Background: an optimization exercise with open tools, aiming at small area, a short achievable clock period and few clock cycles per item. Do not read the settings as production practice. The RTL was checked by simulation tests, not by an equivalence proof against the original design. Power figures rest on the tool's default switching activity, not on a simulated workload.

## flow/design.v (module list and top-level ports; edited modules follow where they fit)
// module m_calc_engine: 1546 lines
module m_calc_engine #(
  parameter int CGES = 7,
  parameter int DW   = 16,
  localparam int AW  = $clog2(CGES),
  localparam int RW  = 2*DW + AW
) (
  input  logic                 clk,
  input  logic                 reset_n,
  input  logic                 cal,
  input  logic                 din_valid,
  input  logic signed [DW-1:0] din,
  input  logic                 coef_wr,
  input  logic [AW-1:0]        coef_addr,
  input  logic signed [DW-1:0] coef_data,
  output logic                 fin,
  output logic signed [RW-1:0] result,
  output logic                 result_valid,
  output logic                 busy
);
  // ...
==> flow/run.sh <==
#!/bin/bash
# synth_recipe.tcl (not shown) runs the flow's synth.tcl, then flattens the netlist and writes it again
# the make line also repeats each setting of config.mk as NAME=value (left out here)
make -C /OpenROAD-flow-scripts/flow DESIGN_CONFIG=/design/flow/config.mk WORK_HOME=/design/flow/orfs CLKGATE_MAP_FILE= SYNTH_SCRIPT=/design/flow/synth_recipe.tcl finish
==> flow/config.mk <==
export PLATFORM = sky130hd
export DESIGN_NAME = m_calc_engine
export DESIGN_NICKNAME = m_calc_engine
export VERILOG_FILES = /design/flow/design.v
export SDC_FILE = /design/flow/constraint.sdc
export NUM_CORES = 4
export LEC_CHECK = 0
export CAP_MARGIN = 20
export CORE_MARGIN = 2
export CORE_UTILIZATION = 55
export PLACE_DENSITY = 0.7
export SETUP_SLACK_MARGIN = 3.0
export SLEW_MARGIN = 20
==> flow/constraint.sdc <==
create_clock -name core_clock -period 9.0 [get_ports {clk}]
set_input_delay 1.8000 -clock core_clock [delete_from_list [all_inputs] [get_ports {clk}]]
set_output_delay 1.8000 -clock core_clock [all_outputs]
set_load 0.01 [all_outputs]
==> flow_summary.json, run 1 <==
{
  "synth.most_common_cell": "fa_1",
  "n_sequential_cell": 460,
  "final_cells": 4619,
  "holdWs_ns": 0.461,
  "fillerInstances": 6001,
  "worstMarginPinSlew_ns": 1.10,
  "hold_viol": 0,
  "dp_hpwl_um": 101000,
  "avgSynthCellArea_um2": 11.1,
  "powerSeq_uw": 2670,
  "setup_viol": 0,
  "grt_max_degree": 78,
  "p_clk_uw": 2170,
  "overflow": 0,
  "synthFlopType": "edfxtp_1",
  "wl_met3_um": 20600,
  "synth_top_family_by_area": "adder cells",
  "crit_end": "r_s[20]",
  "hold_class": "reg2reg",
  "status": "finished clean",
  "nMultiInputCombCells": 2584,
  "routedWlPerCell_um": 29.6,
  "maxSlewHeadroom": 0.261,
  "chipWidth_um": 276,
  "grt.total_usage": 0.360
}
Testbench counts, summed over its fixed seeds: cycles 2,744, items 1,200.
==> inputs of run 2 (changes only) <==
--- a/flow/design.v
+++ b/flow/design.v
@@ -62,17 +62,18 @@
       SLOWB:   st_nx = cal ? HOLD : IDLE;
       default: st_nx = IDLE;
     endcase
     if (reset_n)                       md_nx = MA;
     else if (st_nx == SLOWA)           md_nx = MSA;
     else if (st_nx == SLOWB)           md_nx = MSB;
     else if (wrote || start || (st_r != IDLE && st_r != HOLD))
                                        md_nx = MA;
-    else                               md_nx = MB;
+    else if (md_r == MA)               md_nx = MB;
+    else                               md_nx = MA;
   end
   always_ff @(posedge clk) begin
     if (reset_n) begin
       st_r   <= IDLE;
       fin_r  <= 1'b0;
       busy_r <= 1'b0;
       rv_r   <= 1'b0;
     end else begin
@@ -94,38 +95,40 @@
     for (int j = 0; j < 6; j++) begin
       case (md_nx)
         MA:      begin win[j] = c_nx[j+1][15:7];         tv[j] = sv_nx[j] && cv_nx[j+1]; end
         MB:      begin win[j] = {c_nx[j+1][7:0], 1'b0};  tv[j] = sv_nx[j] && cv_nx[j+1]; end
         MSA:     begin win[j] = c_nx[j][15:7];           tv[j] = sv_nx[j] && cv_nx[j];   end
         default: begin win[j] = {c_nx[j][7:0], 1'b0};    tv[j] = sv_nx[j] && cv_nx[j];   end
       endcase
     end
-    if (md_nx == MSB) begin
-      win8 = {c_nx[6], 1'b0};
-      tv8  = sv_nx[6] && cv_nx[6];
+  end
+  always_comb begin
+    if (md_r == MSB) begin
+      win8 = {c_r[6], 1'b0};
+      tv8  = sv_r[6] && cv_r[6];
     end else begin
-      win8 = {c_nx[0], 1'b0};
-      tv8  = cv_nx[0] && (md_nx == MB);
+      win8 = {c_r[0], 1'b0};
+      tv8  = cv_r[0] && (md_r == MB);
+    end
+    for (int g = 0; g < 8; g++) begin
+      dx_neg[g] = tv8 &&  win8[2*g+2];
+      dx_one[g] = tv8 && (win8[2*g+1] ^ win8[2*g]);
+      dx_two[g] = tv8 && (win8[2*g+2] ? (!win8[2*g+1] && !win8[2*g])
+                                      : ( win8[2*g+1] &&  win8[2*g]));
     end
   end
   always_ff @(posedge clk) begin
     for (int j = 0; j < 6; j++)
       for (int g = 0; g < 4; g++) begin
         dg_neg[j][g] <= tv[j] &&  win[j][2*g+2];
         dg_one[j][g] <= tv[j] && (win[j][2*g+1] ^ win[j][2*g]);
         dg_two[j][g] <= tv[j] && (win[j][2*g+2] ? (!win[j][2*g+1] && !win[j][2*g])
                                                 : ( win[j][2*g+1] &&  win[j][2*g]));
       end
-    for (int g = 0; g < 8; g++) begin
-      dx_neg[g] <= tv8 &&  win8[2*g+2];
-      dx_one[g] <= tv8 && (win8[2*g+1] ^ win8[2*g]);
-      dx_two[g] <= tv8 && (win8[2*g+2] ? (!win8[2*g+1] && !win8[2*g])
-                                       : ( win8[2*g+1] &&  win8[2*g]));
-    end
   end
   logic [15:0] m8;
   assign m8 = (md_r == MSB) ? s_r[6] : din;
   logic [16:0] pp0_0;
   wire neg0_0 = dg_neg[0][0];
   assign pp0_0 = (({17{dg_one[0][0]}} & {s_r[0][15], s_r[0]}) |
                   ({17{dg_two[0][0]}} & {s_r[0], 1'b0})) ^ {17{dg_neg[0][0]}};
   wire npp0_0 = ~pp0_0[16];
@@ -1525,20 +1528,18 @@
   assign nx_c[31] = fs576;
   assign nx_s[32] = fc576;
   assign nx_c[32] = hs5;
   assign nx_s[33] = fs577;
   assign nx_c[33] = 1'b0;
   assign nx_s[34] = fc577;
   assign nx_c[34] = hs6;
   always_ff @(posedge clk) begin
-    if (md_r == MA || md_r == MSA) begin
-      p_s <= nx_s;
-      p_c <= nx_c;
-    end
+    p_s <= nx_s;
+    p_c <= nx_c;
     if (done) begin
       r_s <= nx_s;
       r_c <= nx_c;
     end
   end
   assign result       = r_s + r_c;
   assign fin          = fin_r;
   assign result_valid = rv_r;
==> flow/config.mk (replaced) <==
export PLATFORM = sky130hd
export DESIGN_NAME = m_calc_engine
export DESIGN_NICKNAME = m_calc_engine
export VERILOG_FILES = /design/flow/design.v
export SDC_FILE = /design/flow/constraint.sdc
export NUM_CORES = 4
export LEC_CHECK = 0
export CAP_MARGIN = 25
export CORE_MARGIN = 2
export CORE_UTILIZATION = 40
export PLACE_DENSITY = 0.6
export SETUP_SLACK_MARGIN = 3.0
export SLEW_MARGIN = 20
==> flow_summary.json, run 2 <==
{
  "status": "finished clean",
  "setup_viol": 0,
  "crit_arrival_ns": 6.37,
  "die_y_um": 320,
  "cts_inserted_buffers": 51,
  "overflow": 0,
  "grt_pass1_wl_um": 209000,
  "cp.required_ns": 9.38,
  "die-area_um2": 102000,
  "min_period_over_period": 0.666,
  "hold_buffers": 0,
  "rows": 115,
  "power_leakage_uw": 0.0149,
  "timing.rr.end": "r_s[17]",
  "synth_edf_count": 179,
  "yosys.area.top_type": "fa_1",
  "drive_above_1_share": 0.161,
  "max-vdd-ir-drop_mv": 0.170,
  "yosys-top-cells-count": "fa_1 (561), a22oi_1 (474), xor2_1 (383)",
  "final-seq-area_um2": 10600,
  "clk_path_buf_depth": 3,
  "first_pass_iters": 6,
  "grt.total_usage": 0.279,
  "cp_max_fo": 12,
  "hold_end": "c_r[58]",
  "syn2layout_area_growth_pct": 12.1,
  "num-nets-final": 4322,
  "multiInputGateArea_um2": 27500,
  "design.core.area_um2": 98600,
  "htree_levels": 2,
  "holdPathStages": 2,
  "ys_types": 72,
  "synth_area_leaders": "fa_1 (28%), edfxtp_1 (13%), dfxtp_1 (13%), a22oi_1 (8.9%), xor2_1 (8.4%)",
  "avgSynthCellArea_um2": 10.9,
  "port_buffers": 77,
  "synth_top_area_share": 0.282,
  "synth_fp_nets": 4357,
  "min-delay-start": "c_r[58]",
  "syn-instance-count": 3647,
  "clkLatencyLatePin_ns": 0.64,
  "cts_tree": "built",
  "top_regs": "c_r x112, s_r x112, r_s x35",
  "dpl_cell_area_um2": 41600,
  "avgViaCountPerCell": 5.84,
  "root_buffer": "clkbuf_16",
  "chipWidth_um": 320,
  "start_util": 0.404,
  "hold_viol": 0,
  "r2r_cells": 19,
  "slew_viol_final": 0,
  "final_common_cell": "fa_1",
  "maxSlewHeadroom": 0.284,
  "ys.warnings.count": 1,
  "drc_errors": 0,
  "drt-initial-drc-count": 3787,
  "regToRegStartpoint": "md_r[1]",
  "ff2ff_setup_slack_ns": 3.04,
  "fillerInstances": 9210,
  "timing_worst_setup_path_type": "in2reg",
  "tns_ns": 0,
  "period_needed_ns": 5.99,
  "grt_max_degree": 66,
  "dr_total_vias": 28851,
  "stdcell_area_um2": 44700,
  "drtAntennaViolNets": 0,
  "routedWlPerCell_um": 28.7,
  "syn-cell-area_um2": 39800,
  "antenna_found_initial": 2,
  "placed_cells": 4750,
  "hold_class": "reg2reg",
  "gp_congestion": 0.986,
  "ys_seq_area_frac": 0.264,
  "final_cell_mix": "fa_1 (497), a22oi_1 (449), xor2_1 (382), inv_1 (284), dfxtp_1 (217)",
  "finish.utilization": 0.453,
  "synthFlopType": "dfxtp_1",
  "clock_skew_ns": 0.0283,
  "clkTransAtPathRegs_ns": 0.06,
  "final_cells": 4942,
  "start_kind": "primary input",
  "drt-total-wl_um": 142000,
  "grt_pass1_vias": 29636,
  "io_pins": 78,
  "power.density_nw_per_um2": 143,
  "grt_setup_unrepaired": "true",
  "cap_violations": 0,
  "synth-async-reset-ratio": 0,
  "synth.most_common_cell": "fa_1",
  "worstMarginPinSlew_ns": 1.07,
  "dp_hpwl_um": 107000,
  "synth_seq_cells": 436,
  "fmax_mhz": 167,
  "clkSinkCount": 436,
  "setup.worst_path.end_class": "register"
}
==> run 2: changes by cell type in the layout (fill, tap and decap cells not counted), sizes merged, moves of 12 or more <==
cell / before / now
xnor2: 104 / 172
a21oi: 90 / 106
buf: 129 / 152
mux2: 93 / 111
a21o: 7 / 19
dfxtp: 229 / 257
xor2: 467 / 383
a211oi: 17 / 4
edfxtp: 231 / 179
and3: 17 / 33
==> run 2: worst max path at each step <==
stage	startpoint	to	slack [ns]	cells after the start
floorplan	din[13]	r_s[20]	2.84	14
global placement	din[0]	r_s[17]	1.68	12
detailed placement	md_r[0]	r_s[17]	1.58	14
CTS	md_r[1]	r_s[17]	2.90	17
global route	md_r[1]	r_s[17]	2.91	15
finish	din[0]	r_c[10]	3.01	11
==> run 2: cells by family (layout without fill, tap and decap cells) <==
group,after synthesis,count (layout),synth area share
fa+ha+maj,670,670,0.316
buf+inv,629,630,0.0636
simple gates,415,417,0.0480
xor+xnor,555,555,0.122
compound gates,764,764,0.138
flops,436,436,0.264
mux,178,182,0.0483
other cells,0,1,0
==> run 2: final cells by class <==
type,instances,area share
repair buffers,229,0.0463
multi-input cells,2588,0.616
clock buffers,64,0.0318
inverters,306,0.0259
well taps,1287,0.0361
flip-flops and latches,436,0.237
clock inverters,31,0.00731
diodes,1,0.0000560
==> run 2: power breakdown <==
group | total, µW | switching, µW | internal (µW) | leakage [µW]
sequential | 2520 | 179 | 2340 | 0.00383
clock | 2180 | 930 | 1250 | 0.000839
combinational | 1680 | 997 | 678 | 0.0102
total | 6370 | 2110 | 4260 | 0.0149
==> run 2: per-stage QoR <==
| stage | worst slack (ns) | hold WS, ns | total power (µW) |
|---|---|---|---|
| after global placement | 1.68 | 0.450 | 4100 |
| final | 3.01 | 0.477 | 6370 |
| after floorplan | 2.84 | 0.424 | 3540 |
| after global routing | 2.91 | 0.503 | 6690 |
| after CTS | 2.90 | 0.471 | 6360 |
| after detailed placement | 1.58 | 0.452 | 4120 |
==> run 2: what timing repair did <==
| action | CTS | global route |
|---|---|---|
| resized for setup | 102 | 105 |
| buffers inserted | 58 | 29 |
| cloned | 4 | 3 |
| setup endpoints to repair | 86 | 22 |
| pin swaps | 21 | 41 |
==> run 2: per-layer routing <==
| metal | share of wire | vias to the layer above | GRT usage |
|---|---|---|---|
| met5 | 0 | - | 0 |
| met4 | 0.078 | 0 | 0.172 |
| met3 | 0.11 | 413 | 0.0682 |
| met2 | 0.43 | 1763 | 0.415 |
| met1 | 0.39 | 14446 | 0.366 |
| li1 | - | 12229 | - |
==> run 2: critical path, cell delays in order <==
cell	delay [ns]
dlygate4sd2_1	0.38
mux2_4	0.42
and3_1	0.19
o21ai_0	0.80
fa_1	0.36
fa_1	0.43
fa_1	0.50
fa_1	0.43
fa_1	0.49
fa_1	0.52
inv_1	0.05
Testbench counts of run 2, summed over its fixed seeds: cycles 2,744, items 1,200.
==> inputs of run 3 (changes only) <==
--- a/flow/config.mk
+++ b/flow/config.mk
@@ -9,4 +9,5 @@
 export CORE_MARGIN = 2
 export CORE_UTILIZATION = 40
+export CTS_BUF_LIST = sky130_fd_sc_hd__clkbuf_4 sky130_fd_sc_hd__clkbuf_8 sky130_fd_sc_hd__clkbuf_16
 export PLACE_DENSITY = 0.6
 export SETUP_SLACK_MARGIN = 3.0
==> flow_summary.json, run 3 <==
{
  "synth-async-reset-ratio": 0,
  "ys_seq_area_frac": 0.264,
  "die_y_um": 320,
  "synth.most_common_cell": "fa_1",
  "io_pins": 78,
  "synth_seq_cells": 436,
  "avgSynthCellArea_um2": 10.9,
  "clkSinkCount": 436,
  "clk_path_buf_depth": 3,
  "crit_buf_inv": 2,
  "power_leakage_uw": 0.0149,
  "cap_violations": 0,
  "dr_total_vias": 28908,
  "path_cells": "dlygate4sd2_1 > mux2_4 > and3_1 > o21ai_0 > fa_1 > fa_1 > fa_1 > fa_1 > fa_1 > fa_1 > inv_1",
  "setup_viol": 0,
  "cts_inserted_buffers": 51,
  "worst_slack_ns": 2.99,
  "timing_worst_setup_path_type": "in2reg",
  "diodes": 0,
  "num-nets-final": 4322,
  "die-area_um2": 102000,
  "hold_viol": 0,
  "first_pass_iters": 6,
  "fmax_mhz": 166,
  "yosys.area.top_type": "fa_1",
  "synth_edf_count": 179,
  "grt_max_degree": 66,
  "grt_pass1_vias": 29644,
  "clock_skew_ns": 0.0270,
  "max-vdd-ir-drop_mv": 0.171,
  "finish.utilization": 0.453,
  "port_buffers": 77,
  "start_util": 0.404,
  "final_cell_mix": "fa_1 (497), a22oi_1 (449), xor2_1 (382), inv_1 (284), dfxtp_1 (217)",
  "drt-initial-drc-count": 3631,
  "period_needed_ns": 6.01,
  "cp_slowest_stage_delay_ns": 0.80,
  "power.density_nw_per_um2": 143,
  "start_kind": "primary input",
  "drt-total-wl_um": 142000,
  "yosys-top-cells-count": "fa_1 (561), a22oi_1 (474), xor2_1 (383)",
  "grt_setup_unrepaired": "true",
  "synth_fp_nets": 4357,
  "antenna_found_initial": 2,
  "hold_buffers": 0,
  "setup.worst_path.end_class": "register",
  "root_buffer": "clkbuf_16",
  "overflow": 0,
  "gp_congestion": 0.986,
  "clkTransAtPathRegs_ns": 0.06,
  "critPathTopFamily": "adder cells",
  "rows": 115,
  "grt.total_usage": 0.279,
  "hold_class": "reg2reg",
  "cts_tree": "built",
  "min_period_over_period": 0.668,
  "crit_arrival_ns": 6.39,
  "p_total_uw": 6390,
  "final_common_cell": "fa_1",
  "routedWlPerCell_um": 28.7,
  "pre_cts_slack_ns": 1.58,
  "syn2layout_area_growth_pct": 12.2,
  "synthFlopType": "dfxtp_1",
  "cp_slowest_cell": "o21ai_0",
  "maxSlewHeadroom": 0.289,
  "ys.warnings.count": 1,
  "worstMarginPinSlew_ns": 1.07,
  "cp.required_ns": 9.38,
  "clkLatencyLatePin_ns": 0.64,
  "drtAntennaViolNets": 0,
  "status": "finished clean",
  "htree_levels": 2,
  "top_regs": "c_r x112, s_r x112, r_s x35",
  "drive_above_1_share": 0.163,
  "cpMostUsedCell": "fa_1",
  "fillerInstances": 9210,
  "avgViaCountPerCell": 5.85,
  "dp_hpwl_um": 107000,
  "synth_area_leaders": "fa_1 (28%), edfxtp_1 (13%), dfxtp_1 (13%), a22oi_1 (8.9%), xor2_1 (8.4%)",
  "ys_types": 72,
  "syn-instance-count": 3647,
  "drc_errors": 0,
  "tns_ns": 0,
  "synth_top_area_share": 0.282,
  "cp_max_fo": 12,
  "slew_viol_final": 0,
  "grt_pass1_wl_um": 209000,
  "design.core.area_um2": 98600,
  "chipWidth_um": 320,
  "syn-cell-area_um2": 39800
}
==> run 3: what timing repair did <==
item,CTS,global route
gates cloned,4,3
setup endpoints to repair,86,22
pin swaps,21,41
setup buffers,58,29
gates resized for setup,102,105
==> run 3: worst paths after layout <==
| kind | start | end | slack (ns) | cells after the start |
|---|---|---|---|---|
| max | din[0] | r_c[10] | 2.99 | 11 |
| max reg2reg | md_r[1] | r_s[17] | 3.03 | 19 |
| min | c_r[58] | c_r[58] | 0.48 | 2 |
| min reg2reg | c_r[58] | c_r[58] | 0.48 | 2 |
==> run 3: stage by stage <==
step | hold WS, ns | area (µm²) | cells
CTS | 0.471 | 44100 | 4907
floorplan | 0.424 | 40200 | 3647
global placement | 0.450 | 41600 | 4749
finish | 0.477 | 44700 | 4941
global route | 0.503 | 44700 | 4941
detailed placement | 0.452 | 41600 | 4750
==> run 3: cell families after synthesis <==
group	after synthesis	synth area share
buf+inv	629	0.0636
xor+xnor	555	0.122
compound gates	764	0.138
mux	178	0.0483
simple gates	415	0.0480
flops	436	0.264
fa+ha+maj	670	0.316
==> run 3: power by group <==
part / internal [µW] / switching [µW] / leakage [µW]
clock network: 1270 / 929 / 0.000863
logic: 678 / 1000 / 0.0102
registers: 2340 / 178 / 0.00383
total: 4290 / 2110 / 0.0149
==> run 3: metal layers <==
metal  global-route usage  vias up  wire length [µm]
met4                0.172        2             11000
li1                     -    12233                 -
met1                0.366    14505             54800
met5                    0        -                10
met2                0.415     1757             61000
met3               0.0682      411             15100
==> run 3: area by class of cell <==
class / count / area, µm² / share of cell area
Clock inverter: 31 / 327 / 0.00731
Sequential cell: 436 / 10600 / 0.237
Inverter: 306 / 1160 / 0.0259
Timing Repair Buffer: 229 / 2070 / 0.0463
Tap cell: 1287 / 1610 / 0.0360
Multi-Input combinational cell: 2588 / 27500 / 0.615
Clock buffer: 64 / 1450 / 0.0323
==> run 3: tightest hold or removal path, delay by kind of cell (launching register included) <==
family   cells  cell delay [ns]
buf+inv      1             0.08
flops        1             0.30
mux          1             0.05
==> inputs of run 4 (changes only) <==
--- a/flow/config.mk
+++ b/flow/config.mk
@@ -9,6 +9,6 @@
 export CORE_MARGIN = 2
 export CORE_UTILIZATION = 40
-export CTS_BUF_LIST = sky130_fd_sc_hd__clkbuf_4 sky130_fd_sc_hd__clkbuf_8 sky130_fd_sc_hd__clkbuf_16
+export CTS_BUF_LIST = sky130_fd_sc_hd__clkbuf_8
 export PLACE_DENSITY = 0.6
-export SETUP_SLACK_MARGIN = 3.0
+export SETUP_SLACK_MARGIN = 3.25
 export SLEW_MARGIN = 20
==> flow_summary.json, run 4 <==
{
  "synth_seq_cells": 436,
  "io_pins": 78,
  "drive_above_1_share": 0.208,
  "drt-initial-drc-count": 3615,
  "setup_viol": 0,
  "first_pass_iters": 6,
  "synth_top_area_share": 0.282,
  "worstMarginPinSlew_ns": 1.08,
  "gp_congestion": 0.988,
  "drt-total-wl_um": 143000,
  "design.core.area_um2": 98600,
  "chipWidth_um": 320,
  "grt.total_usage": 0.279,
  "clkSinkCount": 436,
  "cp_slowest_cell": "fa_1",
  "setup.worst_path.end_class": "register",
  "pre_cts_slack_ns": 1.86,
  "num-nets-final": 4413,
  "clk_path_buf_depth": 3,
  "grt_max_degree": 69,
  "dr_total_vias": 29465,
  "drc_errors": 0,
  "tns_ns": 0,
  "regToRegStartpoint": "s_r[15]",
  "syn2layout_area_growth_pct": 14.8,
  "hold_class": "reg2reg",
  "fmax_mhz": 166,
  "start_util": 0.404,
  "yosys-top-cells-count": "fa_1 (561), a22oi_1 (474), xor2_1 (383)",
  "syn-instance-count": 3647,
  "rows": 115,
  "grt_setup_unrepaired": "true",
  "root_buffer": "clkbuf_8",
  "ys.warnings.count": 1,
  "port_buffers": 77,
  "critical_path_depth": 15,
  "cpMostUsedCell": "fa_1",
  "crit_arrival_ns": 6.45,
  "synth_area_leaders": "fa_1 (28%), edfxtp_1 (13%), dfxtp_1 (13%), a22oi_1 (8.9%), xor2_1 (8.4%)",
  "synth_edf_count": 179,
  "dp_hpwl_um": 107000,
  "power_leakage_uw": 0.0155,
  "avgSynthCellArea_um2": 10.9,
  "grt_pass1_vias": 29964,
  "fillerInstances": 9012,
  "synthFlopType": "dfxtp_1",
  "start_kind": "register",
  "cp.required_ns": 9.42,
  "slew_viol_final": 0,
  "cp-startpoint": "s_r[15]",
  "power.density_nw_per_um2": 137,
  "grt_pass1_wl_um": 209000,
  "p_total_uw": 6250,
  "final_cell_mix": "a22oi_1 (442), fa_1 (427), xor2_1 (382), inv_1 (293), dfxtp_1 (226)",
  "timing.rr.end": "r_s[20]",
  "drtAntennaViolNets": 0,
  "ys_seq_area_frac": 0.264,
  "synth-async-reset-ratio": 0,
  "synth.most_common_cell": "fa_1",
  "final_cells": 5054,
  "syn-cell-area_um2": 39800,
  "timing_worst_setup_path_type": "reg2reg",
  "ys_types": 72,
  "cp_slowest_stage_delay_ns": 0.58,
  "maxSlewHeadroom": 0.281,
  "hold_viol": 0,
  "top_regs": "c_r x112, s_r x112, r_s x35",
  "crit_buf_inv": 4,
  "placed_cells": 4764,
  "avgViaCountPerCell": 5.83,
  "max-vdd-ir-drop_mv": 0.0997,
  "clock_skew_ns": 0.0499,
  "die_y_um": 320,
  "cts_tree": "built",
  "ff2ff_setup_slack_ns": 2.97,
  "hold_buffers": 0,
  "overflow": 0,
  "worst_slack_ns": 2.97,
  "die-area_um2": 102000,
  "critPathTopFamily": "adder cells",
  "min_period_over_period": 0.669,
  "cts_inserted_buffers": 80,
  "yosys.area.top_type": "fa_1",
  "finish.utilization": 0.464,
  "cp_max_fo": 5,
  "htree_levels": 3,
  "clkLatencyLatePin_ns": 0.73,
  "r2r_cells": 15,
  "period_needed_ns": 6.03,
  "status": "finished clean",
  "crit_end": "r_s[20]",
  "cap_violations": 0,
  "clkTransAtPathRegs_ns": 0.08,
  "synth_fp_nets": 4357,
  "path_cells": "buf_6 > a22oi_2 > xor2_2 > fa_2 > fa_1 > fa_1 > fa_1 > fa_2 > fa_2 > inv_2 > fa_1 > inv_1 > fa_1 > inv_2 > fa_2",
  "antenna_found_initial": 1,
  "final_common_cell": "a22oi_1",
  "routedWlPerCell_um": 28.4
}
-- run 4: what timing repair did --
| item | CTS | global route |
|---|---|---|
| setup endpoints to repair | 92 | 58 |
| endpoints found under the hold margin | 0 | 0 |
| gates cloned | 6 | 2 |
| gates resized for setup | 223 | 143 |
| pin swaps | 74 | 111 |
| buffers inserted | 96 | 40 |
-- run 4: final cells by class --
| class | instances | area (µm²) | share of cell area |
|---|---|---|---|
| multi-input cells | 2586 | 28000 | 0.611 |
| flip-flops and latches | 436 | 10600 | 0.231 |
| repair buffers | 293 | 2800 | 0.0612 |
| well taps | 1287 | 1610 | 0.0352 |
| clock buffers | 92 | 1270 | 0.0277 |
| inverters | 306 | 1170 | 0.0256 |
| clock inverters | 53 | 343 | 0.00750 |
| diodes | 1 | 2.50 | 0.0000547 |
-- run 4: worst min-delay path by stage --
stage,cells after the start,endpoint,start,slack [ns]
floorplan,0,s_r[100],s_r[84],0.42
global placement,2,sv_r[6],sv_r[5],0.45
detailed placement,2,sv_r[6],sv_r[5],0.46
CTS,2,sv_r[6],sv_r[5],0.46
global route,2,sv_r[6],sv_r[5],0.47
finish,2,sv_r[6],sv_r[5],0.46
-- run 4: kinds of logic after synthesis --
kind of cell | after synthesis | synth area share
AO/OA/AOI/OAI | 764 | 0.138
adder cells (fa/ha/maj) | 670 | 0.316
buffers and inverters | 629 | 0.0636
XOR/XNOR | 555 | 0.122
flip-flops | 436 | 0.264
AND/OR/NAND/NOR | 415 | 0.0480
multiplexers | 178 | 0.0483
-- run 4: power by group --
group	internal, µW	total, µW	switching [µW]	leakage, µW
logic	733	1780	1040	0.0107
clock network	1030	1960	930	0.000937
registers	2340	2520	176	0.00383
total	4100	6250	2150	0.0155
-- run 4: tightest hold or removal path, delay by kind of cell, from the launching register on --
family	cells	cell delay, ns
AND/OR/NAND/NOR	1	0.05
AO/OA/AOI/OAI	1	0.05
flip-flops	1	0.31
-- run 4: metrics by stage --
| stage | area [µm²] | hold WS (ns) |
|---|---|---|
| 2_1_floorplan | 40300 | 0.424 |
| 3_3_place_gp | 41700 | 0.449 |
| 3_5_place_dp | 41700 | 0.455 |
| 4_1_cts | 44900 | 0.464 |
| 5_1_grt | 45700 | 0.474 |
| 6_report | 45700 | 0.464 |
-- run 4: layer usage --
metal  routed length, µm  track usage
met1               59800        0.390
met4                4570       0.0747
met3               17600       0.0878
met2               61400        0.416
met5                   0            0
==> inputs of run 5 (changes only) <==
--- a/flow/config.mk
+++ b/flow/config.mk
@@ -10,5 +10,5 @@
 export CORE_UTILIZATION = 40
 export CTS_BUF_LIST = sky130_fd_sc_hd__clkbuf_8
-export PLACE_DENSITY = 0.6
-export SETUP_SLACK_MARGIN = 3.25
+export PLACE_DENSITY = 0.7
+export SETUP_SLACK_MARGIN = 3.0
 export SLEW_MARGIN = 20
==> flow_summary.json, run 5 <==
{
  "status": "finished clean",
  "grt_pass1_wl_um": 215000,
  "min_period_over_period": 0.669,
  "timing_worst_setup_path_type": "in2reg",
  "hold_buffers": 0,
  "drt-initial-drc-count": 4629,
  "htree_levels": 3,
  "multiInputGateArea_um2": 27500,
  "maxSlewHeadroom": 0.303,
  "clkLatencyLatePin_ns": 0.76,
  "grt_setup_unrepaired": "true",
  "drc_errors": 0,
  "clkTransAtPathRegs_ns": 0.06,
  "hold_viol": 0,
  "fillerInstances": 9004,
  "cpMostUsedCell": "fa_1",
  "drtAntennaViolNets": 0,
  "root_buffer": "clkbuf_8",
  "cap_violations": 0,
  "grt_pass1_vias": 30002,
  "synth_top_area_share": 0.282,
  "synthFlopType": "dfxtp_1",
  "first_pass_iters": 8,
  "drt-total-wl_um": 149000,
  "dp_hpwl_um": 112000,
  "start_kind": "primary input",
  "cts_inserted_buffers": 77,
  "power_leakage_uw": 0.0151,
  "tns_ns": 0,
  "syn-instance-count": 3647,
  "final_cell_mix": "fa_1 (489), a22oi_1 (456), xor2_1 (383), inv_1 (294), dfxtp_1 (223)",
  "crit_buf_inv": 3,
  "grt_max_degree": 71,
  "syn-cell-area_um2": 39800,
  "critPathTopFamily": "adder cells",
  "port_buffers": 77,
  "synth-async-reset-ratio": 0,
  "avgViaCountPerCell": 6.06,
  "clk_path_buf_depth": 3,
  "path_cells": "dlygate4sd2_1 > mux2_4 > buf_4 > a22oi_1 > xnor2_1 > fa_1 > fa_1 > fa_2 > fa_2 > fa_1 > fa_1 > inv_1 > ha_2 > fa_2",
  "clock_skew_ns": 0.0685,
  "yosys.area.top_type": "fa_1",
  "stdcell_area_um2": 44800,
  "cp_max_fo": 5,
  "design.core.area_um2": 98600,
  "overflow": 0,
  "drive_above_1_share": 0.168,
  "ys_types": 72,
  "gp_congestion": 1.08,
  "synth_seq_cells": 436,
  "synth_area_leaders": "fa_1 (28%), edfxtp_1 (13%), dfxtp_1 (13%), a22oi_1 (8.9%), xor2_1 (8.4%)",
  "routedWlPerCell_um": 29.8,
  "final-seq-area_um2": 10600,
  "ys_seq_area_frac": 0.264,
  "setup_viol": 0,
  "worstMarginPinSlew_ns": 1.04,
  "die-area_um2": 102000,
  "synth_fp_nets": 4357,
  "dpl_cell_area_um2": 41700,
  "yosys-top-cells-count": "fa_1 (561), a22oi_1 (474), xor2_1 (383)",
  "synth_edf_count": 179,
  "avgSynthCellArea_um2": 10.9,
  "ys.warnings.count": 1,
  "num-nets-final": 4368,
  "fmax_mhz": 166,
  "top_regs": "c_r x112, s_r x112, r_s x35",
  "grt.total_usage": 0.289,
  "period_needed_ns": 6.02,
  "hold_class": "reg2reg",
  "final_common_cell": "fa_1",
  "synth.most_common_cell": "fa_1",
  "cp.required_ns": 9.50,
  "cp_slowest_cell": "fa_1",
  "slew_viol_final": 0,
  "syn2layout_area_growth_pct": 12.4,
  "power.density_nw_per_um2": 139,
  "dr_total_vias": 30346,
  "die_y_um": 320,
  "rows": 115,
  "start_util": 0.404,
  "chipWidth_um": 320,
  "antenna_found_initial": 8,
  "cts_tree": "built",
  "io_pins": 78,
  "crit_arrival_ns": 6.52,
  "setup.worst_path.end_class": "register",
  "cp_slowest_stage_delay_ns": 0.55,
  "max-vdd-ir-drop_mv": 0.171,
  "clkSinkCount": 436
}
-- run 5: cell counts after synthesis --
Identical to the previous run, type by type.
-- run 5: final timing paths --
| path | slack [ns] | start | depth (start not counted) | to |
|---|---|---|---|---|
| setup reg to reg | 2.99 | dg_one[20] | 13 | r_s[20] |
| hold / removal | 0.46 | sv_r[5] | 2 | sv_r[6] |
| setup / recovery | 2.98 | din[7] | 14 | r_s[20] |
| hold reg to reg | 0.46 | sv_r[5] | 2 | sv_r[6] |
-- run 5: cell families after synthesis --
family | synth area share
AO/OA/AOI/OAI | 0.138
buffers and inverters | 0.0636
adder cells (fa/ha/maj) | 0.316
AND/OR/NAND/NOR | 0.0480
flip-flops | 0.264
multiplexers | 0.0483
XOR/XNOR | 0.122
-- run 5: layer usage --
| layer | track usage | part of all wire |
|---|---|---|
| met3 | 0.103 | 0.14 |
| met4 | 0.165 | 0.074 |
| met2 | 0.414 | 0.41 |
| met5 | 0 | 0.00038 |
| met1 | 0.378 | 0.37 |
-- run 5: worst register-to-register path, delay by kind of cell (launching register included) --
| kind | cells | cell delay, ns |
|---|---|---|
| xor+xnor | 1 | 0.21 |
| buf+inv | 1 | 0.07 |
| compound gates | 1 | 0.19 |
| fa+ha+maj | 10 | 4.48 |
| flops | 1 | 0.84 |
-- run 5: repair_timing --
item,4_1_cts,5_1_grt
gates cloned,7,1
pin swaps,27,30
endpoints found under the setup margin,77,34
setup buffers,55,40
resized for setup,115,68
-- run 5: report_power, final --
| part | internal [µW] | switching, µW |
|---|---|---|
| clock network | 1090 | 953 |
| registers | 2340 | 178 |
| logic | 680 | 993 |
-- run 5: area by class of cell --
type                       instances  share of cell area
antenna                            2            0.000112
multi-input combinational       2588               0.613
clock inverter                    49             0.00961
inverter                         306              0.0260
clock buffer                      89              0.0273
tap                             1287              0.0360
timing repair buffer             249              0.0516
sequential                       436               0.236
-- run 5: metrics by stage --
stage	util	setup WS (ns)	hold WS, ns	std cells	total power [µW]
2_1_floorplan	-	2.84	0.424	3647	3540
3_3_place_gp	0.423	1.98	0.445	4761	4060
3_5_place_dp	0.423	1.97	0.449	4763	4100
4_1_cts	0.449	2.95	0.458	4963	6200
5_1_grt	0.454	2.88	0.478	5004	6510
6_report	0.454	2.98	0.457	5006	6230
==> inputs of run 6 (changes only) <==
--- a/flow/config.mk
+++ b/flow/config.mk
@@ -10,5 +10,5 @@
 export CORE_UTILIZATION = 40
 export CTS_BUF_LIST = sky130_fd_sc_hd__clkbuf_8
-export PLACE_DENSITY = 0.7
+export PLACE_DENSITY = 0.6
 export SETUP_SLACK_MARGIN = 3.0
 export SLEW_MARGIN = 20
==> flow_summary.json, run 6 <==
{
  "design.core.area_um2": 98600,
  "crit_arrival_ns": 6.45,
  "holdWs_ns": 0.475,
  "die_y_um": 320,
  "drt-total-wl_um": 142000,
  "cap_violations": 0,
  "num-nets-final": 4337,
  "multiInputGateArea_um2": 27400,
  "synthFlopType": "dfxtp_1",
  "first_pass_iters": 9,
  "min-delay-start": "c_r[30]",
  "r2r_cells": 13,
  "final_common_cell": "fa_1",
  "power_leakage_uw": 0.0149,
  "dr_total_vias": 29043,
  "start_util": 0.404,
  "syn-cell-area_um2": 39800,
  "die-area_um2": 102000,
  "io_pins": 78,
  "min_period_over_period": 0.666,
  "hold_class": "reg2reg",
  "drive_above_1_share": 0.159,
  "yosys.area.top_type": "fa_1",
  "clk_path_buf_depth": 3,
  "worstMarginPinSlew_ns": 1.04,
  "setup.worst_path.end_class": "register",
  "gp_congestion": 0.986,
  "yosys-top-cells-count": "fa_1 (561), a22oi_1 (474), xor2_1 (383)",
  "fmax_mhz": 167,
  "clock_skew_ns": 0.0874,
  "ys_seq_area_frac": 0.264,
  "tns_ns": 0,
  "grt_pass1_wl_um": 210000,
  "wl_met3_um": 15200,
  "holdPathStages": 1,
  "timing_worst_setup_path_type": "reg2reg",
  "grt_pass1_vias": 29959,
  "slew_viol_final": 0,
  "cp_max_fo": 9,
  "port_buffers": 77,
  "overflow": 0,
  "setup_viol": 0,
  "avgSynthCellArea_um2": 10.9,
  "synth_area_leaders": "fa_1 (28%), edfxtp_1 (13%), dfxtp_1 (13%), a22oi_1 (8.9%), xor2_1 (8.4%)",
  "synth_seq_cells": 436,
  "clkLatencyLatePin_ns": 0.75,
  "clkSinkCount": 436,
  "dpl_cell_area_um2": 41600,
  "ys.warnings.count": 1,
  "clkTransAtPathRegs_ns": 0.06,
  "synth_top_area_share": 0.282,
  "hold_viol": 0,
  "fillerInstances": 9256,
  "cts_tree": "built",
  "avgViaCountPerCell": 5.83,
  "status": "finished clean",
  "cp.required_ns": 9.46,
  "placed_cells": 4750,
  "ys_types": 72,
  "grt_max_degree": 66,
  "top_regs": "c_r x112, s_r x112, r_s x35",
  "hold_buffers": 0,
  "antenna_found_initial": 1,
  "synth_edf_count": 179,
  "syn-instance-count": 3647,
  "timing.rr.end": "r_s[20]",
  "drc_errors": 0,
  "stdcell_area_um2": 44500,
  "final-seq-area_um2": 10600,
  "ff2ff_setup_slack_ns": 3.00,
  "regToRegStartpoint": "s_r[6]",
  "chipWidth_um": 320,
  "final_cells": 4978,
  "synth_fp_nets": 4357,
  "power.density_nw_per_um2": 141,
  "maxSlewHeadroom": 0.307,
  "synth-async-reset-ratio": 0,
  "syn2layout_area_growth_pct": 11.6,
  "root_buffer": "clkbuf_8",
  "start_kind": "register",
  "period_needed_ns": 6.00,
  "dp_hpwl_um": 107000,
  "topRoutingLayerUsed": "met4",
  "cts_inserted_buffers": 80,
  "drtAntennaViolNets": 0,
  "wl_met1_um": 55500,
  "drt-initial-drc-count": 3695,
  "met2WireLength_um": 60900,
  "final_cell_mix": "fa_1 (501), a22oi_1 (458), xor2_1 (382), inv_1 (299), dfxtp_1 (220)",
  "htree_levels": 3,
  "synth.most_common_cell": "fa_1",
  "max-vdd-ir-drop_mv": 0.136,
  "grt.total_usage": 0.282,
  "routedWlPerCell_um": 28.6,
  "hold_end": "c_r[30]",
  "rows": 115,
  "grt_setup_unrepaired": "true"
}
[run 6: per-layer routing]
layer	global-route usage	vias up
met5	0	-
met3	0.0709	398
met4	0.179	0
met1	0.370	14549
li1	-	12264
met2	0.415	1832
[run 6: metrics by stage]
stage / worst slack, ns / utilization / power [µW]
2_1_floorplan: 2.84 / - / 3540
6_report: 3.00 / 0.451 / 6270
4_1_cts: 2.92 / 0.447 / 6270
5_1_grt: 2.91 / 0.451 / 6600
3_3_place_gp: 1.68 / 0.422 / 4100
3_5_place_dp: 1.58 / 0.422 / 4120
[run 6: area by class of cell]
type / instances / share of cell area
antenna: 1 / 0.0000563
clock buffer: 96 / 0.0297
clock inverter: 49 / 0.00906
inverter: 306 / 0.0261
multi-input combinational: 2586 / 0.617
sequential: 436 / 0.238
tap: 1287 / 0.0362
timing repair buffer: 217 / 0.0444
[run 6: cells by family (layout without fill, tap and decap cells)]
family                   count (synthesis)  after routing  share of synthesized area
AO/OA/AOI/OAI                          764            764                      0.138
XOR/XNOR                               555            555                      0.122
adder cells (fa/ha/maj)                670            670                      0.316
buffers and inverters                  629            668                     0.0636
flip-flops                             436            436                      0.264
multiplexers                           178            180                     0.0483
other                                    0              1                          0
AND/OR/NAND/NOR                        415            417                     0.0480
[run 6: worst max-delay path: stages (launching register included)]
cell and delay (ns):
edfxtp_1 0.86, a22oi_1 0.23, xor2_1 0.21, fa_1 0.47, fa_1 0.59, fa_1 0.49
fa_1 0.45, fa_2 0.36, fa_2 0.39, fa_1 0.47, fa_1 0.52, inv_1 0.04
ha_1 0.20, fa_2 0.42
[run 6: power breakdown]
group | internal [µW] | leakage (µW) | switching [µW]
clock | 1130 | 0.000954 | 961
sequential | 2340 | 0.00383 | 179
combinational | 664 | 0.0101 | 997
[run 6: worst max path at each step]
| stage | endpoint | startpoint |
|---|---|---|
| final | r_s[20] | s_r[6] |
| after global routing | r_s[17] | md_r[1] |
| after detailed placement | r_s[17] | md_r[0] |
| after global placement | r_s[17] | din[0] |
| after CTS | r_s[17] | md_r[1] |
| after floorplan | r_s[20] | din[13] |
[run 6: repair_timing]
item / CTS / global route
setup buffers: 61 / 14
gates resized for setup: 89 / 85
gates cloned: 4 / 1
endpoints found under the setup margin: 87 / 30
pin swaps: 14 / 30
==> inputs of run 7 (changes only) <==
--- a/flow/config.mk
+++ b/flow/config.mk
@@ -11,4 +11,4 @@
 export CTS_BUF_LIST = sky130_fd_sc_hd__clkbuf_8
 export PLACE_DENSITY = 0.6
-export SETUP_SLACK_MARGIN = 3.0
+export SETUP_SLACK_MARGIN = 2.8
 export SLEW_MARGIN = 20
==> flow_summary.json, run 7 <==
{
  "setup.worst_path.end_class": "register",
  "synth_fp_nets": 4357,
  "hold_viol": 0,
  "synth-async-reset-ratio": 0,
  "cp.required_ns": 9.44,
  "chipWidth_um": 320,
  "clock_skew_ns": 0.0726,
  "port_buffers": 77,
  "avgViaCountPerCell": 5.85,
  "dr_total_vias": 29200,
  "syn-cell-area_um2": 39800,
  "root_buffer": "clkbuf_8",
  "avgSynthCellArea_um2": 10.9,
  "crit_arrival_ns": 6.61,
  "clkSinkCount": 436,
  "rows": 115,
  "synth_area_leaders": "fa_1 (28%), edfxtp_1 (13%), dfxtp_1 (13%), a22oi_1 (8.9%), xor2_1 (8.4%)",
  "clkTransAtPathRegs_ns": 0.06,
  "clkLatencyLatePin_ns": 0.73,
  "antenna_found_initial": 6,
  "routedWlPerCell_um": 29.1,
  "cp_max_fo": 6,
  "cap_violations": 0,
  "clk_path_buf_depth": 3,
  "synth_edf_count": 179,
  "overflow": 0,
  "grt_setup_unrepaired": "true",
  "maxSlewHeadroom": 0.306,
  "yosys-top-cells-count": "fa_1 (561), a22oi_1 (474), xor2_1 (383)",
  "ys_seq_area_frac": 0.264,
  "die_y_um": 320,
  "tns_ns": 0,
  "io_pins": 78,
  "ys.warnings.count": 1,
  "first_pass_iters": 7,
  "slew_viol_final": 0,
  "gp_congestion": 0.975,
  "grt.total_usage": 0.281,
  "final_cells": 4990,
  "min_period_over_period": 0.686,
  "ys_types": 72,
  "synthFlopType": "dfxtp_1",
  "status": "finished clean",
  "grt_pass1_wl_um": 208000,
  "num-nets-final": 4347,
  "design.core.area_um2": 98600,
  "power_leakage_uw": 0.0150,
  "grt_max_degree": 71,
  "drc_errors": 0,
  "ff2ff_setup_slack_ns": 2.83,
  "htree_levels": 3,
  "start_kind": "register",
  "fmax_mhz": 162,
  "fillerInstances": 9232,
  "synth_top_area_share": 0.282,
  "placed_cells": 4757,
  "setup_viol": 0,
  "drtAntennaViolNets": 0,
  "drive_above_1_share": 0.145,
  "worstMarginPinSlew_ns": 1.03,
  "yosys.area.top_type": "fa_1",
  "cts_inserted_buffers": 80,
  "timing_worst_setup_path_type": "reg2reg",
  "start_util": 0.404,
  "cts_tree": "built",
  "power.density_nw_per_um2": 141,
  "syn2layout_area_growth_pct": 11.5,
  "max-vdd-ir-drop_mv": 0.134,
  "die-area_um2": 102000,
  "finish.utilization": 0.451,
  "period_needed_ns": 6.17,
  "drt-initial-drc-count": 3621,
  "top_regs": "c_r x112, s_r x112, r_s x35",
  "final_common_cell": "fa_1",
  "dp_hpwl_um": 110000,
  "final_cell_mix": "fa_1 (518), a22oi_1 (460), xor2_1 (383), inv_1 (317), dfxtp_1 (229)",
  "stdcell_area_um2": 44400,
  "synth.most_common_cell": "fa_1",
  "syn-instance-count": 3647,
  "synth_seq_cells": 436,
  "dpl_cell_area_um2": 41600,
  "drt-total-wl_um": 145000,
  "hold_class": "reg2reg",
  "grt_pass1_vias": 29588
}
## run 7: changes by cell type in the layout (fill, tap and decap cells not counted), moves of 6 or more
| cell | previous run | this run |
|---|---|---|
| clkinv_2 | 12 | 3 |
| dfxtp_1 | 220 | 229 |
| dfxtp_2 | 34 | 26 |
| dlygate4sd2_1 | 13 | 2 |
| dlymetal6s2s_1 | 2 | 11 |
| fa_1 | 501 | 518 |
| fa_2 | 60 | 43 |
| inv_1 | 299 | 317 |
| mux2_2 | 92 | 99 |
| o21ai_0 | 53 | 60 |
| o21ai_1 | 13 | 7 |
## run 7: routing by layer
| metal | vias to the layer above | wire, µm | global-route usage |
|---|---|---|---|
| met4 | 2 | 12200 | 0.195 |
| met1 | 14686 | 56800 | 0.374 |
| met2 | 1811 | 61500 | 0.405 |
| li1 | 12309 | - | - |
| met5 | - | 12 | 0 |
| met3 | 392 | 14800 | 0.0633 |
## run 7: area by class of cell
class	instances	area [µm²]	share of cell area
diodes	2	5.00	0.000113
clock buffers	95	1310	0.0294
clock inverters	51	419	0.00943
inverters	306	1170	0.0262
multi-input cells	2593	27300	0.615
flip-flops and latches	436	10600	0.238
well taps	1287	1610	0.0362
repair buffers	220	2050	0.0460
## run 7: path summary, 6_finish.rpt
check                           endpoint     from  cells past startpoint
worst min register to register   sv_r[6]  sv_r[5]                      2
worst max-delay path             r_s[20]  md_r[1]                     16
worst max register to register   r_s[20]  md_r[1]                     16
worst min-delay path             sv_r[6]  sv_r[5]                      2
## run 7: cell families (layout without fill, tap and decap cells)
family	after synthesis	count (layout)	synth area share
flops	436	436	0.264
buf+inv	629	672	0.0636
fa+ha+maj	670	670	0.316
compound gates	764	764	0.138
other cells	0	2	0
mux	178	187	0.0483
xor+xnor	555	555	0.122
simple gates	415	417	0.0480
## run 7: where the power goes
part	internal, µW	leakage [µW]	switching [µW]
clock	1140	0.000995	939
sequential	2340	0.00383	177
combinational	659	0.0102	1000
## run 7: what timing repair did
action                     CTS  global route
pin swaps                   13            15
gates resized for setup     55            66
buffers inserted            21            52
gates cloned                 3             9
hold buffers                 0             0
setup endpoints to repair   68            22
## run 7: worst max-delay path, cell delays in order (launching register included)
cell,delay (ns)
dfxtp_4,0.46
nand2_8,0.13
mux2i_4,0.23
nand2b_4,0.16
buf_12,0.13
fa_2,0.63
fa_2,0.46
fa_2,0.35
fa_2,0.36
fa_2,0.45
fa_2,0.44
fa_2,0.40
fa_1,0.47
fa_1,0.52
inv_1,0.04
ha_1,0.20
fa_1,0.44
## run 7: through the flow
stage                     worst slack (ns)  hold slack (ns)  total power, µW
after floorplan                       2.80            0.424             3530
after global placement                1.76            0.447             4100
after detailed placement              1.73            0.448             4120
after CTS                             2.75            0.463             6250
after global routing                  2.75            0.493             6570
final                                 2.83            0.460             6260
==> inputs of run 8 (changes only) <==
--- a/flow/config.mk
+++ b/flow/config.mk
@@ -11,4 +11,4 @@
 export CTS_BUF_LIST = sky130_fd_sc_hd__clkbuf_8
 export PLACE_DENSITY = 0.6
-export SETUP_SLACK_MARGIN = 2.8
+export SETUP_SLACK_MARGIN = 3.1
 export SLEW_MARGIN = 20
==> flow_summary.json, run 8 <==
{
  "hold_viol": 0,
  "synth.most_common_cell": "fa_1",
  "maxSlewHeadroom": 0.305,
  "drt-initial-drc-count": 3906,
  "cp_slowest_cell": "fa_1",
  "syn-cell-area_um2": 39800,
  "start_kind": "register",
  "critPathTopFamily": "adder cells",
  "start_util": 0.404,
  "clkLatencyLatePin_ns": 0.77,
  "max-vdd-ir-drop_mv": 0.135,
  "worstMarginPinSlew_ns": 1.04,
  "ys_types": 72,
  "grt_setup_unrepaired": "true",
  "fmax_mhz": 165,
  "dr_total_vias": 29633,
  "ys.warnings.count": 1,
  "hold_end": "sv_r[6]",
  "cp_max_fo": 16,
  "grt_pass1_wl_um": 212000,
  "top_regs": "c_r x112, s_r x112, r_s x35",
  "power.switching_uw": 2210,
  "antenna_found_initial": 3,
  "intPower_uw": 4160,
  "yosys-top-cells-count": "fa_1 (561), a22oi_1 (474), xor2_1 (383)",
  "routedWlPerCell_um": 29.0,
  "clkTransAtPathRegs_ns": 0.06,
  "holdPathStages": 2,
  "die-area_um2": 102000,
  "clock_skew_ns": 0.0496,
  "io_pins": 78,
  "p_clk_frac": 0.328,
  "drc_errors": 0,
  "tns_ns": 0,
  "setup_viol": 0,
  "timing_worst_setup_path_type": "reg2reg",
  "gp_congestion": 1.00,
  "min_period_over_period": 0.674,
  "rows": 115,
  "drive_above_1_share": 0.175,
  "period_needed_ns": 6.06,
  "synth_area_leaders": "fa_1 (28%), edfxtp_1 (13%), dfxtp_1 (13%), a22oi_1 (8.9%), xor2_1 (8.4%)",
  "drtAntennaViolNets": 0,
  "cts_inserted_buffers": 81,
  "ff2ff_setup_slack_ns": 2.94,
  "r2r_cells": 21,
  "grt_max_degree": 65,
  "avgSynthCellArea_um2": 10.9,
  "hold_class": "reg2reg",
  "port_buffers": 77,
  "p_total_uw": 6360,
  "synthFlopType": "dfxtp_1",
  "synth_edf_count": 179,
  "die_y_um": 320,
  "ys_seq_area_frac": 0.264,
  "clkSinkCount": 436,
  "timing.rr.end": "r_s[20]",
  "regToRegStartpoint": "md_r[1]",
  "num-nets-final": 4382,
  "power_leakage_uw": 0.0152,
  "syn-instance-count": 3647,
  "path_cells": "buf_12 > nand2_8 > buf_4 > mux2_4 > clkinvlp_4 > ha_1 > nand2_1 > a21oi_1 > buf_6 > a22oi_2 > xnor2_2 > fa_2 > fa_2 > fa_2 > fa_1 > inv_1 > fa_1 > inv_1 > fa_1 > inv_1 > fa_2",
  "cpMostUsedCell": "fa_2",
  "p_seq_frac": 0.395,
  "chipWidth_um": 320,
  "avgViaCountPerCell": 5.89,
  "synth_fp_nets": 4357,
  "critical_path_depth": 21,
  "final_cell_mix": "fa_1 (482), a22oi_1 (455), xor2_1 (383), inv_1 (301), dfxtp_1 (223)",
  "cp-startpoint": "md_r[1]",
  "synth_top_area_share": 0.282,
  "cp_slowest_stage_delay_ns": 0.58,
  "grt.total_usage": 0.285,
  "design.core.area_um2": 98600,
  "root_buffer": "clkbuf_8",
  "grt_pass1_vias": 29989,
  "overflow": 0,
  "status": "finished clean",
  "power.density_nw_per_um2": 142,
  "cap_violations": 0,
  "synth_seq_cells": 436,
  "cts_tree": "built",
  "fillerInstances": 9194,
  "clk_path_buf_depth": 3,
  "combPwrFrac": 0.277,
  "min-delay-start": "sv_r[5]",
  "power_switching_share": 0.347,
  "synth-async-reset-ratio": 0,
  "crit_arrival_ns": 6.54,
  "yosys.area.top_type": "fa_1",
  "syn2layout_area_growth_pct": 12.8,
  "final_common_cell": "fa_1",
  "dp_hpwl_um": 107000,
  "setup.worst_path.end_class": "register",
  "slew_viol_final": 0,
  "drt-total-wl_um": 146000,
  "cp.required_ns": 9.47,
  "htree_levels": 3,
  "first_pass_iters": 7,
  "crit_buf_inv": 7
}
run 8: cell counts after synthesis:
Identical to the previous run, type by type.
run 8: repair_timing:
| item | 4_1_cts | 5_1_grt |
|---|---|---|
| cloned | 8 | 0 |
| pin swaps | 36 | 27 |
| hold buffers | 0 | 0 |
| buffers inserted | 94 | 21 |
| endpoints found under the setup margin | 87 | 45 |
| gates resized for setup | 137 | 67 |
run 8: per-stage QoR:
stage / hold slack (ns) / cells / cell area (µm²) / setup WS [ns] / util
global placement: 0.444 / 4752 / 41600 / 1.73 / 0.422
CTS: 0.461 / 5003 / 44600 / 2.96 / 0.453
detailed placement: 0.449 / 4753 / 41600 / 1.70 / 0.422
finish: 0.457 / 5027 / 45000 / 2.94 / 0.456
floorplan: 0.424 / 3647 / 40200 / 2.84 / -
global route: 0.488 / 5025 / 45000 / 2.79 / 0.456
run 8: worst min-delay path, cell delays in order (launching register included):
cell and delay, ns:
dfxtp_1 0.31, nand2_1 0.05, a21oi_1 0.05
run 8: worst max path at each step:
stage	endpoint	slack [ns]
after floorplan	r_s[20]	2.84
after global placement	r_s[17]	1.73
after global routing	r_s[20]	2.79
final	r_s[20]	2.94
after CTS	r_s[17]	2.96
after detailed placement	r_c[13]	1.70
run 8: metal layers:
layer | global-route usage | up-vias | wire length [µm]
met5 | 0 | - | 16
met4 | 0.174 | 2 | 10300
met3 | 0.0698 | 412 | 16200
met2 | 0.428 | 1918 | 63700
met1 | 0.372 | 14936 | 55400
li1 | - | 12365 | -
run 8: layout make-up:
type	count	area, µm²	share of cell area
Antenna cell	3	7.51	0.000167
Clock buffer	93	1280	0.0285
Clock inverter	55	423	0.00941
Inverter	306	1160	0.0259
Multi-Input combinational cell	2587	27500	0.612
Sequential cell	436	10600	0.235
Tap cell	1287	1610	0.0358
Timing Repair Buffer	260	2390	0.0531
run 8: kinds of logic after synthesis:
family / count (synthesis) / share of synthesized area
multiplexers: 178 / 0.0483
adder cells (fa/ha/maj): 670 / 0.316
buffers and inverters: 629 / 0.0636
AND/OR/NAND/NOR: 415 / 0.0480
XOR/XNOR: 555 / 0.122
flip-flops: 436 / 0.264
AO/OA/AOI/OAI: 764 / 0.138
run 8: power by group through the flow:
| stage | clock (µW) | sequential [µW] | combinational (µW) |
|---|---|---|---|
| 2_1_floorplan | 0 | 2430 | 1110 |
| 3_3_place_gp | 0 | 2530 | 1610 |
| 3_5_place_dp | 0 | 2540 | 1620 |
| 4_1_cts | 2120 | 2500 | 1730 |
| 5_1_grt | 2210 | 2530 | 1920 |
| 6_report | 2090 | 2510 | 1760 |
==> inputs of run 9 (changes only) <==
==> flow/flow/run.sh (new file) <==
#!/bin/bash
# The standard layout flow, with the port buffers made from a regular buffer
# cell (buf_4) instead of the cell buffer_ports picks by default.  Every input
# and output port still gets its buffer.
set -e
export BUFFER_PORTS_ARGS="-buffer_cell sky130_fd_sc_hd__buf_4"
bash standard.sh > standard.log 2>&1
==> flow/standard.sh (new file) <==
#!/bin/bash
# synth_recipe.tcl (not shown) runs the flow's synth.tcl, then flattens the netlist and writes it again
# the make line also repeats each setting of config.mk as NAME=value (left out here)
make -C /OpenROAD-flow-scripts/flow DESIGN_CONFIG=/design/flow/config.mk WORK_HOME=/design/flow/orfs CLKGATE_MAP_FILE= SYNTH_SCRIPT=/design/flow/synth_recipe.tcl "${@:-finish}"
--- a/flow/config.mk
+++ b/flow/config.mk
@@ -11,4 +11,4 @@
 export CTS_BUF_LIST = sky130_fd_sc_hd__clkbuf_8
 export PLACE_DENSITY = 0.6
-export SETUP_SLACK_MARGIN = 3.1
+export SETUP_SLACK_MARGIN = 3.0
 export SLEW_MARGIN = 20
removed: flow/run.sh
==> flow_summary.json, run 9 <==
{
  "first_pass_iters": 7,
  "path_cells": "nand2_8 > buf_4 > mux2i_4 > buf_4 > ha_1 > and3_4 > a22oi_2 > xnor2_1 > fa_1 > fa_1 > fa_2 > fa_2 > fa_1 > fa_1 > inv_2 > ha_4 > fa_2",
  "die-area_um2": 102000,
  "syn2layout_area_growth_pct": 10.6,
  "synthFlopType": "dfxtp_1",
  "grt_max_degree": 65,
  "die_y_um": 320,
  "multiInputGateArea_um2": 27300,
  "holdPathStages": 2,
  "rows": 115,
  "setup.worst_path.end_class": "register",
  "dp_hpwl_um": 106000,
  "crit_arrival_ns": 6.45,
  "cp_max_fo": 11,
  "final_common_cell": "fa_1",
  "yosys-top-cells-count": "fa_1 (561), a22oi_1 (474), xor2_1 (383)",
  "chipWidth_um": 320,
  "antenna_found_initial": 4,
  "slew_viol_final": 0,
  "synth_area_leaders": "fa_1 (28%), edfxtp_1 (13%), dfxtp_1 (13%), a22oi_1 (8.9%), xor2_1 (8.4%)",
  "tns_ns": 0,
  "stdcell_area_um2": 44100,
  "cpMostUsedCell": "fa_1",
  "grt_pass1_wl_um": 205000,
  "cp_slowest_stage_delay_ns": 0.64,
  "io_pins": 78,
  "drtAntennaViolNets": 0,
  "ys_types": 72,
  "status": "finished clean",
  "drc_errors": 0,
  "start_kind": "register",
  "grt_setup_unrepaired": "true",
  "fillerInstances": 9223,
  "root_buffer": "clkbuf_8",
  "clk_path_buf_depth": 3,
  "finish.utilization": 0.447,
  "start_util": 0.404,
  "cts_tree": "built",
  "yosys.area.top_type": "fa_1",
  "min_period_over_period": 0.669,
  "hold_class": "reg2reg",
  "num-nets-final": 4318,
  "hold_viol": 0,
  "drt-initial-drc-count": 3435,
  "synth_fp_nets": 4357,
  "port_buffers": 77,
  "synth.most_common_cell": "fa_1",
  "max-vdd-ir-drop_mv": 0.148,
  "ys_seq_area_frac": 0.264,
  "final_cell_mix": "fa_1 (495), a22oi_1 (458), xor2_1 (383), inv_1 (305), dfxtp_1 (218)",
  "synth_seq_cells": 436,
  "cp_slowest_cell": "fa_1",
  "clkTransAtPathRegs_ns": 0.06,
  "timing_worst_setup_path_type": "reg2reg",
  "ys.warnings.count": 1,
  "clkSinkCount": 436,
  "hold_buffers": 0,
  "clkLatencyLatePin_ns": 0.73,
  "power.density_nw_per_um2": 144,
  "drive_above_1_share": 0.173,
  "period_needed_ns": 6.02,
  "power_leakage_uw": 0.0148,
  "cp.required_ns": 9.43,
  "synth_edf_count": 179,
  "design.core.area_um2": 98600,
  "overflow": 0,
  "fmax_mhz": 166,
  "grt.total_usage": 0.273,
  "r2r_cells": 17,
  "avgSynthCellArea_um2": 10.9,
  "synth-async-reset-ratio": 0,
  "dr_total_vias": 28953,
  "final-seq-area_um2": 10600,
  "gp_congestion": 0.960,
  "routedWlPerCell_um": 28.0,
  "grt_pass1_vias": 29566,
  "drt-total-wl_um": 139000,
  "maxSlewHeadroom": 0.322,
  "dpl_cell_area_um2": 41300,
  "synth_top_area_share": 0.282,
  "htree_levels": 3,
  "top_regs": "c_r x112, s_r x112, r_s x35",
  "syn-instance-count": 3647,
  "clock_skew_ns": 0.0508,
  "avgViaCountPerCell": 5.83,
  "cts_inserted_buffers": 79,
  "setup_viol": 0,
  "syn-cell-area_um2": 39800,
  "worstMarginPinSlew_ns": 1.02,
  "cap_violations": 0
}
-- run 9: area by class of cell --
type,instances,area share
Antenna cell,3,0.000170
Clock buffer,94,0.0294
Clock inverter,52,0.0102
Inverter,306,0.0266
Multi-Input combinational cell,2583,0.620
Sequential cell,436,0.240
Tap cell,1287,0.0365
Timing Repair Buffer,202,0.0373
-- run 9: repair_timing --
item	CTS	global route
setup endpoints to repair	76	33
pin swaps	12	22
setup buffers	27	38
cloned	2	0
resized for setup	66	70
-- run 9: path summary, 6_finish.rpt --
| kind | start | endpoint | slack, ns |
|---|---|---|---|
| min reg2reg | sv_r[1] | sv_r[2] | 0.47 |
| min | sv_r[1] | sv_r[2] | 0.47 |
| max | md_r[1] | r_s[20] | 2.98 |
| max reg2reg | md_r[1] | r_s[20] | 2.98 |
-- run 9: cells by family after synthesis --
family                   after synthesis  synth area share
AND/OR/NAND/NOR                      415            0.0480
buffers and inverters                629            0.0636
flip-flops                           436             0.264
adder cells (fa/ha/maj)              670             0.316
multiplexers                         178            0.0483
XOR/XNOR                             555             0.122
AO/OA/AOI/OAI                        764             0.138
-- run 9: through the flow --
| step | hold WS (ns) | instances | worst slack (ns) | power (µW) |
|---|---|---|---|---|
| CTS | 0.468 | 4920 | 2.93 | 6300 |
| detailed placement | 0.451 | 4745 | 1.80 | 4150 |
| global route | 0.499 | 4961 | 2.89 | 6620 |
| finish | 0.473 | 4963 | 2.98 | 6330 |
| global placement | 0.450 | 4743 | 1.87 | 4120 |
| floorplan | 0.424 | 3647 | 2.84 | 3540 |
-- run 9: metal layers --
| metal | up-vias | global-route usage | share of wire |
|---|---|---|---|
| met5 | - | 0 | 0 |
| met3 | 375 | 0.0536 | 0.096 |
| li1 | 12224 | - | - |
| met2 | 1754 | 0.409 | 0.43 |
| met4 | 0 | 0.154 | 0.068 |
| met1 | 14600 | 0.371 | 0.40 |
-- run 9: critical path, delay by kind of cell, from the launching register on --
family	cells	cell delay, ns
AO/OA/AOI/OAI	1	0.08
XOR/XNOR	1	0.17
adder cells (fa/ha/maj)	9	3.98
buffers and inverters	3	0.37
flip-flops	1	0.43
multiplexers	1	0.21
AND/OR/NAND/NOR	2	0.49
-- run 9: power by group --
group          internal [µW]  switching, µW
Combinational            663           1030
Sequential              2340            180
Clock                   1160            953
Total                   4170           2160
==> inputs of run 10 (changes only) <==
--- a/flow/config.mk
+++ b/flow/config.mk
@@ -11,4 +11,4 @@
 export CTS_BUF_LIST = sky130_fd_sc_hd__clkbuf_8
 export PLACE_DENSITY = 0.6
-export SETUP_SLACK_MARGIN = 3.0
+export SETUP_SLACK_MARGIN = 3.3
 export SLEW_MARGIN = 20
==> flow_summary.json, run 10 <==
{
  "pre_cts_slack_ns": 1.67,
  "synth_edf_count": 179,
  "rows": 115,
  "synth.most_common_cell": "fa_1",
  "ys.warnings.count": 1,
  "power.switching_uw": 2180,
  "top_regs": "c_r x112, s_r x112, r_s x35",
  "intPower_uw": 4020,
  "avgViaCountPerCell": 5.91,
  "clkLatencyLatePin_ns": 0.76,
  "yosys.area.top_type": "fa_1",
  "timing_worst_setup_path_type": "in2reg",
  "combPwrFrac": 0.283,
  "cap_violations": 0,
  "grt_pass1_wl_um": 210000,
  "start_util": 0.404,
  "clkSinkCount": 436,
  "port_buffers": 77,
  "worstMarginPinSlew_ns": 1.01,
  "hold_viol": 0,
  "synthMuxAreaShare": 0.0483,
  "synth-xor-area-share": 0.122,
  "dr_total_vias": 29793,
  "hold_class": "reg2reg",
  "synth_fp_nets": 4357,
  "ys_seq_area_frac": 0.264,
  "setup_viol": 0,
  "synth_seq_cells": 436,
  "die-area_um2": 102000,
  "grt_pass1_vias": 29282,
  "syn-instance-count": 3647,
  "p_seq_frac": 0.406,
  "drc_errors": 0,
  "syn-cell-area_um2": 39800,
  "die_y_um": 320,
  "htree_levels": 3,
  "worst_slack_ns": 3.04,
  "avgSynthCellArea_um2": 10.9,
  "setup.worst_path.end_class": "register",
  "grt_max_degree": 65,
  "clock_skew_ns": 0.0833,
  "drt-total-wl_um": 147000,
  "synth_compound_area_frac": 0.138,
  "dp_hpwl_um": 110000,
  "grt_setup_unrepaired": "true",
  "critPathTopFamily": "adder cells",
  "cp_slowest_cell": "o21ai_0",
  "drt-initial-drc-count": 3628,
  "chipWidth_um": 320,
  "antenna_found_initial": 4,
  "synth_top_area_share": 0.282,
  "cts_tree": "built",
  "final_cell_mix": "a22oi_1 (442), fa_1 (422), xor2_1 (382), inv_1 (297), buf_4 (247)",
  "cts_inserted_buffers": 80,
  "status": "finished clean",
  "gp_congestion": 1.02,
  "synth_area_leaders": "fa_1 (28%), edfxtp_1 (13%), dfxtp_1 (13%), a22oi_1 (8.9%), xor2_1 (8.4%)",
  "fmax_mhz": 168,
  "cp.required_ns": 9.46,
  "io_pins": 78,
  "synthFlopType": "dfxtp_1",
  "drive_above_1_share": 0.223,
  "drtAntennaViolNets": 0,
  "power.density_nw_per_um2": 137,
  "hold_buffers": 0,
  "grt.total_usage": 0.283,
  "ys_types": 72,
  "clk_path_buf_depth": 3,
  "max-vdd-ir-drop_mv": 0.113,
  "yosys-top-cells-count": "fa_1 (561), a22oi_1 (474), xor2_1 (383)",
  "period_needed_ns": 5.96,
  "power_switching_share": 0.352,
  "power_leakage_uw": 0.0154,
  "slew_viol_final": 0,
  "min_period_over_period": 0.662,
  "cpMostUsedCell": "fa_2",
  "start_kind": "primary input",
  "clkTransAtPathRegs_ns": 0.06,
  "p_total_uw": 6200,
  "synth-adder-area-share": 0.316,
  "routedWlPerCell_um": 29.2,
  "final_common_cell": "a22oi_1",
  "cp_max_fo": 17,
  "crit_buf_inv": 2,
  "tns_ns": 0,
  "crit_arrival_ns": 6.41,
  "synth_top_family_by_area": "adder cells",
  "synth-async-reset-ratio": 0,
  "syn2layout_area_growth_pct": 13.6,
  "design.core.area_um2": 98600,
  "maxSlewHeadroom": 0.322,
  "synthSimpleGateAreaFrac": 0.0480,
  "p_clk_frac": 0.311,
  "num-nets-final": 4402,
  "path_cells": "buf_4 > mux2_4 > and2_1 > o21ai_0 > fa_1 > fa_2 > fa_2 > fa_2 > inv_2 > fa_1 > fa_2 > fa_2",
  "root_buffer": "clkbuf_8",
  "overflow": 0,
  "cp_slowest_stage_delay_ns": 0.57,
  "first_pass_iters": 8
}
run 10: timing repair:
item,4_1_cts,5_1_grt
endpoints found under the setup margin,86,47
cloned,5,5
buffers inserted,37,81
pin swaps,39,108
resized for setup,132,151
run 10: tightest hold or removal path: stages (launching register included):
cell     delay [ns]
dfxtp_1        0.31
nand2_1        0.05
a21oi_1        0.05
run 10: path summary, 6_finish.rpt:
| check | start | endpoint | slack, ns | cells after the start |
|---|---|---|---|---|
| max reg2reg | md_r[0] | r_s[17] | 3.06 | 16 |
| min reg2reg | sv_r[5] | sv_r[6] | 0.46 | 2 |
| min | sv_r[5] | sv_r[6] | 0.46 | 2 |
| max | din[15] | r_s[17] | 3.04 | 12 |
run 10: cell families (layout without fill, tap and decap cells):
family | after synthesis | count (layout)
other | 0 | 2
XOR/XNOR | 555 | 555
AND/OR/NAND/NOR | 415 | 420
AO/OA/AOI/OAI | 764 | 764
flip-flops | 436 | 436
buffers and inverters | 629 | 732
multiplexers | 178 | 178
adder cells (fa/ha/maj) | 670 | 670
run 10: stage by stage:
step / area, µm² / utilization / hold slack (ns) / instances
after floorplan: 40300 / - / 0.424 / 3647
after global placement: 41600 / 0.422 / 0.441 / 4768
after detailed placement: 41600 / 0.422 / 0.450 / 4768
after CTS: 44000 / 0.447 / 0.460 / 4955
after global routing: 45300 / 0.459 / 0.468 / 5044
final: 45300 / 0.459 / 0.463 / 5044
run 10: final cells by class:
class | instances | area [µm²]
multi-input combinational | 2587 | 28000
clock buffer | 90 | 1240
fill | 9087 | 53300
tap | 1287 | 1610
antenna | 2 | 5.00
timing repair buffer | 281 | 2380
clock inverter | 55 | 338
sequential | 436 | 10600
inverter | 306 | 1170
run 10: power by group through the flow:
| stage | sequential, µW | combinational [µW] | clock [µW] |
|---|---|---|---|
| 2_1_floorplan | 2430 | 1120 | 0 |
| 3_3_place_gp | 2550 | 1550 | 0 |
| 3_5_place_dp | 2550 | 1570 | 0 |
| 4_1_cts | 2520 | 1660 | 1960 |
| 5_1_grt | 2530 | 1930 | 2050 |
| 6_report | 2520 | 1760 | 1930 |
run 10: per-layer routing:
layer | GRT usage | part of all wire
met1 | 0.387 | 0.40
met2 | 0.416 | 0.43
met3 | 0.0912 | 0.12
met4 | 0.109 | 0.047
met5 | 0 | 0.00018

Re-timed with assumed drivers on the ports (clkbuf_16 on the clock, buf_2 on other inputs), run 10 has 3.061 ns of setup slack against 3.043 ns with ideal ports, and 2.296 ns once port delays also move by the mid clock arrival of 0.775 ns.
